Background: an optimization exercise with open tools, aiming at small area, a short achievable clock period and few clock cycles per item. Do not read the settings as production practice. The RTL was checked by simulation tests, not by an equivalence proof against the original design. No activity file was given, so power comes from the tool's default toggle rates.

## run 1
==> flow/design.v (excerpt) <==
module position_report_ascii_encoder
(
    input  logic              clk,
    input  logic              rst_n,
    input  logic              pos_valid,
    output logic              pos_ready,
    input  logic signed [LatW-1:0] pos_lat_micro,
    input  logic signed [LonW-1:0] pos_lon_micro,
    input  logic [FixW-1:0]   pos_fix_level,
    output logic              rpt_valid,
    input  logic              rpt_ready,
    output logic [CharW-1:0]  rpt_out_char,
    output logic              rpt_last_char,
    output logic              rpt_pos_invalid,
    input  logic              psel,
    input  logic              penable,
    input  logic              pwrite,
    input  logic [AddrW-1:0]  paddr,
    input  logic [DataW-1:0]  pwdata,
    output logic [DataW-1:0]  prdata,
    output logic              pready
);
Size in the first run: ~200 flip-flops, about 150 I/O pins, ~12000 µm² of cells after synthesis.
clock: 9.0 ns
lec_check: 0
cap_margin: 20
core_margin: 2
core_utilization: 40
slew_margin: 20
standard.sh (not shown) runs the stock make flow with config.mk's settings and CLKGATE_MAP_FILE= SYNTH_SCRIPT=/design/flow/synth_recipe.tcl, a recipe that flattens the netlist after the stock synthesis.
==> flow/flow/run.sh <==
#!/bin/bash
set -euo pipefail
bash standard.sh SETUP_SLACK_MARGIN=6.5 "BUFFER_PORTS_ARGS=-buffer_cell sky130_fd_sc_hd__buf_2" finish > orfs_flow.log 2>&1
Run 1 completed end to end with timing, DRC and antenna clean.
Testbench counts of run 1, summed over its fixed seeds: cycles 17,649, reports 960.
Edits applied to the flow inputs when going from run 1 to run 2:
# run 1
export LEC_CHECK = 0
export CAP_MARGIN = 20
export CORE_MARGIN = 2
export CORE_UTILIZATION = 40
export SLEW_MARGIN = 20
create_clock -name core_clock -period 9.0 [get_ports {clk}]
# run 2
export LEC_CHECK = 0
export CAP_MARGIN = 20
export CORE_MARGIN = 2
export CORE_UTILIZATION = 40
export CTS_BUF_LIST = sky130_fd_sc_hd__clkbuf_8
export SLEW_MARGIN = 20
create_clock -name core_clock -period 9.0 [get_ports {clk}]
==> flow/flow/run.sh <==
#!/bin/bash
set -euo pipefail
bash standard.sh SETUP_SLACK_MARGIN=6.0 "BUFFER_PORTS_ARGS=-buffer_cell sky130_fd_sc_hd__buf_2" finish > orfs_flow.log 2>&1
[summary]
Sort run 1 and run 2 by share of power burned in registers, descending, and run 2 comes first. Run 2: area overhead of the layout relative to synthesis 11 points below run 1. The number of global-route vias before repair in run 2 was lower than what run 1 gave. Fraction of final layout cells sized beyond drive strength 1 | run 2 below run 1. Delta(proportion of power drawn by the clock network, run 2 - run 1) < 0. Summary of run 2 over run 1: total number of cells along the worst setup path up 1; worst setup slack fell by 0.037 ns; total number of vias moved down; total number of nets in the final design decreased 3.1%; xor and xnor fraction of the mapped netlist area about even.
diff inputs: run 2 => run 3
# run 2
export LEC_CHECK = 0
export CAP_MARGIN = 20
export CORE_MARGIN = 2
export CORE_UTILIZATION = 40
export CTS_BUF_LIST = sky130_fd_sc_hd__clkbuf_8
export SLEW_MARGIN = 20
create_clock -name core_clock -period 9.0 [get_ports {clk}]
# run 3
export LEC_CHECK = 0
export CAP_MARGIN = 20
export CORE_MARGIN = 2
export CORE_UTILIZATION = 60
export SLEW_MARGIN = 20
create_clock -name core_clock -period 9.0 [get_ports {clk}]
==> flow/flow/run.sh <==
#!/bin/bash
set -euo pipefail
bash standard.sh SETUP_SLACK_MARGIN=6.0 finish > orfs_flow.log 2>&1
==> comparison <==
Run 3: flow completed, timing, DRC and antenna clean
Diff run 2 -> run 3 | final instance area | up by a few percent
Diff run 2 and run 3: sequential share of cell area higher in run 2
Going from run 2 to run 3, inverter count shows no meaningful change, routed wire length shows a reduction of 660 µm, share of power burned in combinational logic shows a reduction of 0.5 points, fmax shows a reduction of 1.9%, clock network area share shows an increase of 1.1 points.
Changes observed in run 3 relative to run 2: hold slack went down 0.024 ns, time the worst path needs with I/O delays and setup went up 0.062 ns.
#### Input delta (run 4 over run 3)
# run 3
export LEC_CHECK = 0
export CAP_MARGIN = 20
export CORE_MARGIN = 2
export CORE_UTILIZATION = 60
export SLEW_MARGIN = 20
create_clock -name core_clock -period 9.0 [get_ports {clk}]
# run 4
export LEC_CHECK = 0
export CAP_MARGIN = 20
export CORE_MARGIN = 2
export CORE_UTILIZATION = 40
export SLEW_MARGIN = 20
create_clock -name core_clock -period 9.0 [get_ports {clk}]
==> flow/flow/run.sh <==
#!/bin/bash
set -euo pipefail
bash standard.sh SETUP_SLACK_MARGIN=6.0 "BUFFER_PORTS_ARGS=-buffer_cell sky130_fd_sc_hd__buf_1" finish > orfs_flow.log 2>&1
--- outcome ---
Global routing usage on met1 for run 4: 11 points down relative to run 3. Diff run 3 -> run 4 | worst endpoint data arrival time | decrease of 2.24 ns. Between run 3 and run 4, share of the final layout cell area in multi-input gates is lower for run 3, run 4 comes in above that. Between run 3 and run 4, worst stage delay on the critical path is higher for run 3, run 4 comes in under that. Proportion of layout cells with a drive suffix above 1, run 3 and run 4: larger value in run 3.

wip/juniper:
Starting RTL as in the previous note.
clock: 9.0 ns
lec_check: 0
cap_margin: 20
core_margin: 2
core_utilization: 40
slew_margin: 20
==> flow/flow/run.sh <==
#!/bin/bash
set -euo pipefail
bash standard.sh SETUP_SLACK_MARGIN=6.0 finish > orfs_flow.log 2>&1
Testbench counts of wip/juniper, summed over its fixed seeds: cycles 17,649, reports 960.
Here is what was changed in the inputs of wip/willow compared with wip/juniper.
- an added ABC_CLOCK_PERIOD_IN_PS of 3000
==> flow/flow/run.sh <==
#!/bin/bash
set -euo pipefail
bash standard.sh SETUP_SLACK_MARGIN=6.0 "BUFFER_PORTS_ARGS=-buffer_cell sky130_fd_sc_hd__buf_2" finish > orfs_flow.log 2>&1
### Flow results
wip/willow completed end to end with timing, DRC and antenna clean. wip/willow vs. wip/juniper: final critical-path share of the clock period decreased by 0.63 points relative to the old numbers, worst setup slack rose 0.057 ns, switching part of the total power did not really move, number of hold buffers added after cts comparable. Combinational group share of total power in wip/willow is 0.8 points below wip/juniper. Delta (wip/willow minus wip/juniper): hold slack went up by 0.018 ns, total power went down by 0.024 mW, met2 routed wirelength went down by 2.2%.
[inputs] wip/umber vs wip/willow
- ABC_CLOCK_PERIOD_IN_PS no longer set, was 3000
==> flow/flow/run.sh <==
#!/bin/bash
set -euo pipefail
bash standard.sh SETUP_SLACK_MARGIN=6.5 finish > orfs_flow.log 2>&1
### Flow results
When the final numbers for wip/umber and wip/willow were put side by side, the net total in the final layout turned out to be smaller in wip/willow.
Between wip/umber and wip/willow, the shortest clock period the worst path allows after layout does not differ in any meaningful way.
Compared with wip/willow, wip/umber shows a global-route usage that is 0.52 points higher.
Input changes introduced in wip/pepper (baseline for comparison: wip/umber):
==> flow/flow/run.sh <==
#!/bin/bash
set -euo pipefail
bash standard.sh SETUP_SLACK_MARGIN=6.0 "BUFFER_PORTS_ARGS=-buffer_cell sky130_fd_sc_hd__buf_2" finish > orfs_flow.log 2>&1
Results
Clock network power | wip/pepper above wip/umber. Going from wip/umber to wip/pepper, the area growth from synthesis to layout was found to have gone down by 14 points. Relative to wip/umber, part of the total power dissipated in sequential elements has increased by 1.5 points in wip/pepper. Count of buffers inserted at the top-level ports came out exactly the same in wip/umber and wip/pepper. wip/pepper improves on wip/umber in hold slack. Total power of the final layout in wip/pepper is about 7% lower than in wip/umber. Taking wip/umber as the reference, in wip/pepper post-detailed-routing wire length fell 7.0%; fill cell instance count of the final layout grew by 183; sequential share of layout area went up by 3.8 points.

==> what the ideal ports hide <==
The flow's constraints put no driver on any port. The routed layouts listed below were extracted and timed again, unchanged, in two steps.
Step 1 (the two cells are an assumption about what drives the block):
set clk [get_ports {clk}]
set_driving_cell -lib_cell sky130_fd_sc_hd__clkbuf_16 $clk
set_driving_cell -lib_cell sky130_fd_sc_hd__buf_2 [delete_from_list [all_inputs] $clk]
Step 2, shift: input delay + t, output delay - t, t = (earliest + latest rising clock arrival at the registers) / 2. This alone moves slack from input paths to output paths.
a / b / c = ideal ports / drivers / drivers and shift; a / b = the first two.
run	t (ns)	slack for setup (ns)	clock arrival spread, ns	slew at the worst register clock pin (ns)	worst data-port slew with drivers (ns)
run 1	0.484	5.857 / 5.809 / 5.389	0.015 / 0.016	0.08 / 0.08	0.05
run 2	0.524	5.819 / 5.776 / 5.464	0.022 / 0.022	0.12 / 0.12	0.04
run 3	0.480	5.758 / 5.743 / 5.297	0.013 / 0.013	0.08 / 0.08	0.04
run 4	0.487	5.885 / 5.837 / 5.460	0.013 / 0.012	0.08 / 0.08	0.04
wip/juniper	0.486	5.795 / 5.817 / 5.331	0.016 / 0.016	0.08 / 0.08	0.06
wip/willow	0.499	5.851 / 5.803 / 5.460	0.024 / 0.024	0.08 / 0.08	0.04
wip/umber	0.487	5.849 / 5.835 / 5.375	0.020 / 0.020	0.09 / 0.09	0.05
wip/pepper	0.499	5.851 / 5.803 / 5.460	0.024 / 0.024	0.08 / 0.08	0.04
After both steps setup and hold are still met in every run listed. For wip/umber, which loses most, drivers alone change the setup slack by -0.014 ns; drivers and shift together by -0.474 ns.
